Background: an optimization exercise with open tools, aiming at small area, a short achievable clock period and few clock cycles per item. Do not read the settings as production practice. The RTL was checked by simulation tests, not by an equivalence proof against the original design. The clock port is modelled as an ideal driver; clocking choices that lean on that would not hold on a real chip.

// bitmap_page_allocator_top
module bitmap_page_allocator_top (
    input  logic                            clk,
    input  logic                            rst_n,
    input  logic                            cfg_we,
    input  logic [bpa_pkg::CNT_W-1:0]       cfg_wdata,
    input  logic                            s_tvalid,
    output logic                            s_tready,
    input  logic [31:0]                     s_tdata,    
    output logic                            m_tvalid,
    input  logic                            m_tready,
    output logic [15:0]                     m_tdata     
);
Settings: LEC_CHECK=0, ABC_CLOCK_PERIOD_IN_PS=2500, CAP_MARGIN=20, CORE_MARGIN=2, CORE_UTILIZATION=40, SLEW_MARGIN=20, SYNTH_MEMORY_MAX_BITS=8192; clock period 8.0 ns.
standard.sh (not shown) runs the stock make flow with config.mk's settings and CLKGATE_MAP_FILE= SYNTH_SCRIPT=/design/flow/synth_recipe.tcl, a recipe that flattens the netlist after the stock synthesis.
==> flow/flow/run.sh <==
#!/bin/bash
# The standard ORFS layout (the standard.sh), with the setup repair after
# clock-tree synthesis and after global routing aimed below the clock period:
# flow/repair.tcl redefines ORFS's repair_timing_helper for those two steps
# to use a setup margin and an iteration cap. Each step's output goes to a
# log file of its own here; ORFS's own logs stay under orfs/logs.
set -euo pipefail
HERE=$(pwd)
export REPAIR_SETUP_MARGIN=${REPAIR_SETUP_MARGIN:-4.5}
export REPAIR_TNS=${REPAIR_TNS:-5}
export REPAIR_MAX_ITER=${REPAIR_MAX_ITER:-2000}
export PRE_CTS_TCL=$HERE/flow/repair.tcl
export PRE_GLOBAL_ROUTE_TCL=$HERE/flow/repair.tcl
bash standard.sh synth     > synth.log 2>&1
bash standard.sh floorplan > floorplan.log 2>&1
bash standard.sh place     > place.log 2>&1
bash standard.sh cts       > cts.log 2>&1
bash standard.sh route     > route.log 2>&1
bash standard.sh finish    > finish.log 2>&1
==> flow/flow/repair.tcl <==
# Sourced by ORFS's cts.tcl and global_route.tcl before they repair timing:
# aim the setup repair at a period below the clock period, and cap its
# iterations so that paths it cannot shorten do not keep it busy.
proc repair_timing_helper { args } {
  set extra [list \
    -setup_margin $::env(REPAIR_SETUP_MARGIN) \
    -repair_tns $::env(REPAIR_TNS) \
    -max_iterations $::env(REPAIR_MAX_ITER)]
  log_cmd repair_timing {*}$extra {*}$args -verbose
}
Testbench counts at the start, summed over its fixed seeds: cycles 16,029, items 16,000.
==> next run, changes <==
==> flow/run.sh (new file) <==
#!/bin/bash
# synth_recipe.tcl (not shown) runs the flow's synth.tcl, then flattens the netlist and writes it again
# the make line also repeats each setting of config.mk as NAME=value (left out here)
make -C /OpenROAD-flow-scripts/flow DESIGN_CONFIG=/design/flow/config.mk WORK_HOME=/design/flow/orfs CLKGATE_MAP_FILE= SYNTH_SCRIPT=/design/flow/synth_recipe.tcl finish
removed: flow/flow/run.sh
removed: flow/flow/repair.tcl
removed: flow/standard.sh
Outcome: Wire length shrinks by 6.4%; register-to-register slack loses 2.2 ns; count of clock-buffer cells in the layout stays the same; cell count decreases by 3.4%; core utilization shrinks by 2.1 points; global-route usage went down by 2.0 points; area after synthesis stays the same; clock skew came out lower by 0.0098 ns; hold slack degrades by 0.0031 ns; cell area drops by 4.3%.

---

bitmap_page_allocator_top, a different RTL version from the one above (not shown whole).
For scale: roughly 13,000 cells after synthesis, roughly 4,600 flip-flops, roughly 68 I/O pins, roughly 0.19 sq mm of cells after synthesis.
clock: 8.0 ns
lec_check: 0
abc_clock_period_in_ps: 2500
cap_margin: 20
core_margin: 2
core_utilization: 35
slew_margin: 20
synth_memory_max_bits: 8192
==> flow/flow/run.sh <==
#!/bin/bash
# The standard ORFS layout (the standard.sh), with the setup repair after
# clock-tree synthesis and after global routing aimed below the clock period:
# flow/repair.tcl redefines ORFS's repair_timing_helper for those two steps
# to use a setup margin and an iteration cap. Each step's output goes to a
# log file of its own here; ORFS's own logs stay under orfs/logs.
set -euo pipefail
HERE=$(pwd)
export REPAIR_SETUP_MARGIN=${REPAIR_SETUP_MARGIN:-4.7}
export REPAIR_TNS=${REPAIR_TNS:-5}
export REPAIR_MAX_ITER=${REPAIR_MAX_ITER:-2000}
export PRE_CTS_TCL=$HERE/flow/repair_cts.tcl
export PRE_GLOBAL_ROUTE_TCL=$HERE/flow/repair_grt.tcl
bash standard.sh synth     > synth.log 2>&1
bash standard.sh floorplan > floorplan.log 2>&1
bash standard.sh place     > place.log 2>&1
bash standard.sh cts       > cts.log 2>&1
bash standard.sh route     > route.log 2>&1
bash standard.sh finish    > finish.log 2>&1
==> flow/flow/repair.tcl <==
# Sourced (through repair_cts.tcl / repair_grt.tcl) by ORFS's cts.tcl and
# global_route.tcl before they repair timing. It redefines ORFS's
# repair_timing_helper so that the setup repair aims at a period below the
# clock period, with an iteration cap so that paths it cannot shorten do not
# keep it busy. Before that repair, port buffers that are delay cells become
# buf_4 cells (the ports keep their buffers; only the cell type changes).
proc repair_timing_helper { args } {
  set n 0
  foreach inst [get_cells -quiet {input* output*}] {
    set master [get_property [get_lib_cells -of_objects $inst] name]
    if { [string match "*dly*" $master] } {
      replace_cell $inst sky130_fd_sc_hd__buf_4
      incr n
    }
  }
  if { $n > 0 } {
    puts "Replaced $n port buffers with sky130_fd_sc_hd__buf_4"
    log_cmd estimate_parasitics $::repair_parasitics
  }
  set extra [list \
    -setup_margin $::env(REPAIR_SETUP_MARGIN) \
    -repair_tns $::env(REPAIR_TNS) \
    -max_iterations $::env(REPAIR_MAX_ITER)]
  log_cmd repair_timing {*}$extra {*}$args -verbose
}
==> flow/flow/repair_cts.tcl <==
# PRE_CTS_TCL: the repair after clock-tree synthesis uses placement parasitics.
set ::repair_parasitics -placement
source [file join [file dirname [info script]] repair.tcl]
==> flow/flow/repair_grt.tcl <==
# PRE_GLOBAL_ROUTE_TCL: the repair after global routing uses its parasitics.
set ::repair_parasitics -global_routing
source [file join [file dirname [info script]] repair.tcl]
Testbench counts at the start, summed over its fixed seeds: cycles 16,029, items 16,000.
==> next run, changes <==
--- a/flow/flow/run.sh
+++ b/flow/flow/run.sh
@@ -12,2 +12,2 @@
-export PRE_CTS_TCL=$HERE/flow/repair_cts.tcl
-export PRE_GLOBAL_ROUTE_TCL=$HERE/flow/repair_grt.tcl
+export PRE_CTS_TCL=$HERE/flow/repair.tcl
+export PRE_GLOBAL_ROUTE_TCL=$HERE/flow/repair.tcl
==> flow/flow/repair.tcl (replaced) <==
# Sourced by ORFS's cts.tcl and global_route.tcl before they repair timing.
# It redefines ORFS's repair_timing_helper so that the setup repair aims at a
# period below the clock period, with an iteration cap so that paths it
# cannot shorten do not keep it busy. Before that repair, the buffers that
# the flow put on the input and output ports become buf_4 cells (the ports
# keep their buffers; only the cell type changes).
proc repair_timing_helper { args } {
  foreach inst [get_cells -quiet {input* output*}] {
    set master [get_property [get_lib_cells -of_objects $inst] name]
    if { [string match "*buf*" $master] && $master != "sky130_fd_sc_hd__buf_4" } {
      replace_cell $inst sky130_fd_sc_hd__buf_4
    }
  }
  set extra [list \
    -setup_margin $::env(REPAIR_SETUP_MARGIN) \
    -repair_tns $::env(REPAIR_TNS) \
    -max_iterations $::env(REPAIR_MAX_ITER)]
  log_cmd repair_timing {*}$extra {*}$args -verbose
}
Settings changed: CTS_CLUSTER_SIZE set to 20.
removed: flow/flow/repair_cts.tcl
removed: flow/flow/repair_grt.tcl
The new run ended with an error in 4_1_cts.
Synthesized cell count stays the same.
Synthesized area stays the same.
==> next run, changes <==
--- a/flow/flow/run.sh
+++ b/flow/flow/run.sh
@@ -12,2 +12,2 @@
-export PRE_CTS_TCL=$HERE/flow/repair.tcl
-export PRE_GLOBAL_ROUTE_TCL=$HERE/flow/repair.tcl
+export PRE_CTS_TCL=$HERE/flow/repair_cts.tcl
+export PRE_GLOBAL_ROUTE_TCL=$HERE/flow/repair_grt.tcl
==> flow/flow/repair.tcl (replaced) <==
# Sourced (through repair_cts.tcl / repair_grt.tcl) by ORFS's cts.tcl and
# global_route.tcl before they repair timing. It redefines ORFS's
# repair_timing_helper so that the setup repair aims at a period below the
# clock period, with an iteration cap so that paths it cannot shorten do not
# keep it busy. Before that repair, port buffers that are delay cells become
# buf_4 cells (the ports keep their buffers; only the cell type changes).
proc repair_timing_helper { args } {
  set n 0
  foreach inst [get_cells -quiet {input* output*}] {
    set master [get_property [get_lib_cells -of_objects $inst] name]
    if { [string match "*dly*" $master] } {
      replace_cell $inst sky130_fd_sc_hd__buf_4
      incr n
    }
  }
  if { $n > 0 } {
    puts "Replaced $n port buffers with sky130_fd_sc_hd__buf_4"
    log_cmd estimate_parasitics $::repair_parasitics
  }
  set extra [list \
    -setup_margin $::env(REPAIR_SETUP_MARGIN) \
    -repair_tns $::env(REPAIR_TNS) \
    -max_iterations $::env(REPAIR_MAX_ITER)]
  log_cmd repair_timing {*}$extra {*}$args -verbose
}
==> flow/flow/repair_cts.tcl (new file) <==
# PRE_CTS_TCL: the repair after clock-tree synthesis uses placement parasitics.
set ::repair_parasitics -placement
source [file join [file dirname [info script]] repair.tcl]
==> flow/flow/repair_grt.tcl (new file) <==
# PRE_GLOBAL_ROUTE_TCL: the repair after global routing uses its parasitics.
set ::repair_parasitics -global_routing
source [file join [file dirname [info script]] repair.tcl]
Settings changed: CTS_BUF_LIST set to sky130_fd_sc_hd__clkbuf_8, CTS_CLUSTER_SIZE 20 to unset.
What happened:
- The changed run produced a clean layout
- area after synthesis does not change
- synthesized cell count does not change

## port drivers added, routing unchanged
The results above use ideal ports. As a check the final layouts listed here were re-extracted and re-timed, cells and wires unchanged. Step 1, drivers: a clkbuf_16 drives clk and a buf_2 each remaining input, both assumed. Step 2 moves the port delays by t, midway between the first and last clock arrival at a register: inputs arrive t later, outputs are due t later. That takes back most of the time a late clock gives input paths. a / b / c = ideal ports / drivers / drivers and shift; a / b = the first two.
| run | t, ns | slack for setup (ns) | hold slack, ns | slew at the worst register clock pin (ns) |
|---|---|---|---|---|
| the first run of note 1 | 1.161 | 3.991 / 3.991 / 3.674 | 0.476 / 0.424 / 0.476 | 0.07 / 0.07 |
| the second run of note 1 | 1.179 | 1.841 / 1.841 / 1.841 | 0.473 / 0.407 / 0.473 | 0.07 / 0.07 |
| the first run of note 2 | 1.188 | 3.882 / 3.882 / 3.882 | 0.398 / 0.300 / 0.449 | 0.07 / 0.07 |
| the third run of note 2 | 1.472 | 3.813 / 3.813 / 3.813 | 0.106 / -0.001 / 0.474 | 0.09 / 0.09 |
After both steps every run listed still meets setup and hold. The setup slack of the first run of note 1, which loses most, moves by 0.000 ns with the drivers and by -0.317 ns with both steps.
